What follows belongs to an exercise in optimizing a design on an open flow for small area, a short achievable clock period and few clock cycles per item; a production flow would make more cautious choices. At most, simulation tests tie the RTL to the original design; equivalence was not proved.

## old
## piecewise_linear_interpolator
module piecewise_linear_interpolator (
  input  wire logic                     clk_i,
  input  wire logic                     rst_ni,
  input  wire logic                     cfg_valid_i,
  output logic                          cfg_ready_o,
  input  wire logic [plint_pkg::AW-1:0] cfg_addr_i,
  input  wire logic [plint_pkg::DW-1:0] cfg_data_i,
  input  wire logic                     s_axis_tvalid,
  output logic                          s_axis_tready,
  input  wire logic [15:0]              s_axis_tdata,    
  output logic                          m_axis_tvalid,
  input  wire logic                     m_axis_tready,
  output logic [23:0]                   m_axis_tdata,    
  output logic [1:0]                    m_axis_tuser     
);
Settings: LEC_CHECK=0, ABC_CLOCK_PERIOD_IN_PS=3600, CAP_MARGIN=20, CORE_MARGIN=2, CORE_UTILIZATION=40, SETUP_SLACK_MARGIN=4.4, SLEW_MARGIN=20; clock period 8.0 ns.
run.sh (not shown) runs the stock make flow with config.mk's settings and CLKGATE_MAP_FILE= SYNTH_SCRIPT=/design/flow/synth_recipe.tcl, a recipe that flattens the netlist after the stock synthesis.
old: all stages complete, timing, DRC and antenna checks passed
[inputs] new vs old
Settings: a change of CORE_UTILIZATION from 40 to 60.
The maximum clock frequency of new is lower than that of old. new packs its core tighter than old. Going from old to new, total clock buffers created by CTS shrinks by 1.
No functional check of the RTL was part of any run of this note.

* * *

Another version of the RTL of piecewise_linear_interpolator (not shown whole).
Size: roughly 5000 cells after synthesis, ~550 flip-flops.
Design piecewise_linear_interpolator, start of the top module:
module piecewise_linear_interpolator (
  input  wire logic                     clk_i,
  input  wire logic                     rst_ni,
  input  wire logic                     cfg_valid_i,
  output logic                          cfg_ready_o,
  input  wire logic [plint_pkg::AW-1:0] cfg_addr_i,
  input  wire logic [plint_pkg::DW-1:0] cfg_data_i,
  input  wire logic                     s_axis_tvalid,
  output logic                          s_axis_tready,
  input  wire logic [15:0]              s_axis_tdata,    
  output logic                          m_axis_tvalid,
  input  wire logic                     m_axis_tready,
  output logic [23:0]                   m_axis_tdata,    
  output logic [1:0]                    m_axis_tuser     
);
Settings: LEC_CHECK=0, ABC_CLOCK_PERIOD_IN_PS=3600, CAP_MARGIN=20, CORE_MARGIN=2, CORE_UTILIZATION=50, SETUP_SLACK_MARGIN=4.4, SLEW_MARGIN=20, TNS_END_PERCENT=10; clock period 8.0 ns.
The baseline completed with no timing, DRC or antenna violations.
Testbench counts at the start, summed over its fixed seeds: cycles 5,016, items 4,096.
==> next run, changes <==
--- a/flow/config.mk
+++ b/flow/config.mk
@@ -9,5 +9,5 @@
 export CAP_MARGIN = 20
 export CORE_MARGIN = 2
-export CORE_UTILIZATION = 50
+export CORE_UTILIZATION = 40
 export SETUP_SLACK_MARGIN = 4.4
 export SLEW_MARGIN = 20
Effect: Setup slack gets better by 0.037 ns. Hold slack is better by 0.0043 ns. Global-route usage falls by 6.5 points.
==> next run, changes <==
--- a/flow/config.mk
+++ b/flow/config.mk
@@ -6,9 +6,9 @@
 export NUM_CORES = 4
 export LEC_CHECK = 0
-export ABC_CLOCK_PERIOD_IN_PS = 3600
+export ABC_CLOCK_PERIOD_IN_PS = 4000
 export CAP_MARGIN = 20
 export CORE_MARGIN = 2
 export CORE_UTILIZATION = 40
-export SETUP_SLACK_MARGIN = 4.4
+export SETUP_SLACK_MARGIN = 4.0
 export SLEW_MARGIN = 20
 export TNS_END_PERCENT = 10
- non-clock buffer count drops by 128
- worst setup slack gets worse by 0.36 ns
- core utilization drops by 1.5 points
- clock-buffer cell count stays the same
- clock skew drops by 0.0032 ns
- final area drops by 3.3%
- routed wire length drops by 2.4%
- sequential cell count is unchanged
- cell count drops by 2.0%
- via count drops by 1.4%

* * *

== job 101 ==
Another version of the RTL of piecewise_linear_interpolator (not shown whole).
Size: roughly 4900 cells after synthesis, about 510 flip-flops, roughly 77 I/O pins, ~48000 µm² of cells after synthesis.
export LEC_CHECK = 0
export ABC_CLOCK_PERIOD_IN_PS = 3000
export CAP_MARGIN = 20
export CORE_MARGIN = 2
export CORE_UTILIZATION = 40
export SETUP_SLACK_MARGIN = 5.0
export SLEW_MARGIN = 20
create_clock -name core_clock -period 8.0 [get_ports {clk_i}]
Job 101 was carried through to the last stage, and its layout satisfied the timing, DRC and antenna checks.
For job 102, these inputs were changed with respect to job 101:
- ABC_CLOCK_PERIOD_IN_PS now 3500, was 3000
- SETUP_SLACK_MARGIN now 4.5, was 5.0
--- outcome ---
Max part of the cycle the worst path needs across job 101 and job 102: job 102
Compared with job 101, in job 102 count of clock buffers in the final design now sits lower; post-route cell area now sits lower.
No run of this note included a check of the RTL's function; only the layout flow was run.

* * *

piecewise_linear_interpolator, a different RTL version from the one above (not shown whole).
Size in the first run: ~77 I/O pins, about 0.049 sq mm of cells after synthesis.
export LEC_CHECK = 0
export ABC_CLOCK_PERIOD_IN_PS = 4500
export CAP_MARGIN = 20
export CORE_MARGIN = 2
export CORE_UTILIZATION = 40
export SETUP_SLACK_MARGIN = 4.4
export SLEW_MARGIN = 20
export TNS_END_PERCENT = 10
create_clock -name core_clock -period 8.0 [get_ports {clk_i}]
The first run finished with timing, DRC and antenna clean.
Testbench counts at the start, summed over its fixed seeds: cycles 5,000, items 4,096.
==> next run, changes <==
--- a/flow/config.mk
+++ b/flow/config.mk
@@ -6,5 +6,5 @@
 export NUM_CORES = 4
 export LEC_CHECK = 0
-export ABC_CLOCK_PERIOD_IN_PS = 4500
+export ABC_CLOCK_PERIOD_IN_PS = 3000
 export CAP_MARGIN = 20
 export CORE_MARGIN = 2
Setup slack does not change.
Die area stays the same.
Worst hold slack stays the same.
Wire length is unchanged.
==> next run, changes <==
--- a/flow/config.mk
+++ b/flow/config.mk
@@ -6,5 +6,5 @@
 export NUM_CORES = 4
 export LEC_CHECK = 0
-export ABC_CLOCK_PERIOD_IN_PS = 3000
+export ABC_CLOCK_PERIOD_IN_PS = 3600
 export CAP_MARGIN = 20
 export CORE_MARGIN = 2
Effect:
- The changed run finished with timing, DRC and antenna clean
- via count does not change
- synthesized area does not change
- register-to-register slack is about the same
- setup slack is unchanged
- utilization stays the same
- cell count stays the same
- critical path depth is unchanged
- maximum frequency stays the same
- sequential share of layout area is unchanged

==> static timing again, ports no longer ideal <==
Ports are ideal in the flow. The routed layouts listed here were re-timed in OpenROAD.
Step 1 assumes that a clkbuf_16 drives the clock port and a buf_2 every other input.
Step 2 adds t to the input delays and takes it off the output delays; t is the mean of the earliest and latest rising clock arrival at the registers after step 1. Input paths then give back, and output paths get back, about the clock's delay inside the block.
Slacks: ideal ports / drivers / drivers and shift; pairs: ideal ports / drivers.
run	t, ns	setup slack, ns	hold WS [ns]	worst register clock-pin slew, ns	cell pins on the clock port's net
old	0.749	4.186 / 4.186 / 3.820	0.418 / 0.418 / 0.418	0.07 / 0.07	1
new	0.713	4.096 / 4.096 / 3.773	0.432 / 0.432 / 0.432	0.07 / 0.07	1
the first run of note 2	0.718	4.169 / 4.153 / 3.662	0.418 / 0.418 / 0.418	0.07 / 0.07	1
the second run of note 2	0.706	4.206 / 4.156 / 3.672	0.422 / 0.422 / 0.422	0.07 / 0.07	1
the third run of note 2	0.705	3.849 / 3.845 / 3.357	0.422 / 0.422 / 0.422	0.07 / 0.07	1
job 101	0.764	3.378 / 3.378 / 3.378	0.427 / 0.427 / 0.427	0.06 / 0.06	1
job 102	0.756	3.290 / 3.290 / 3.290	0.422 / 0.422 / 0.422	0.07 / 0.07	1
the first run of note 4	0.712	4.096 / 4.096 / 3.517	0.416 / 0.416 / 0.416	0.06 / 0.06	1
the second run of note 4	0.712	4.096 / 4.096 / 3.517	0.416 / 0.416 / 0.416	0.06 / 0.06	1
the third run of note 4	0.712	4.096 / 4.096 / 3.517	0.416 / 0.416 / 0.416	0.06 / 0.06	1
After both steps setup and hold are still met in every run listed.
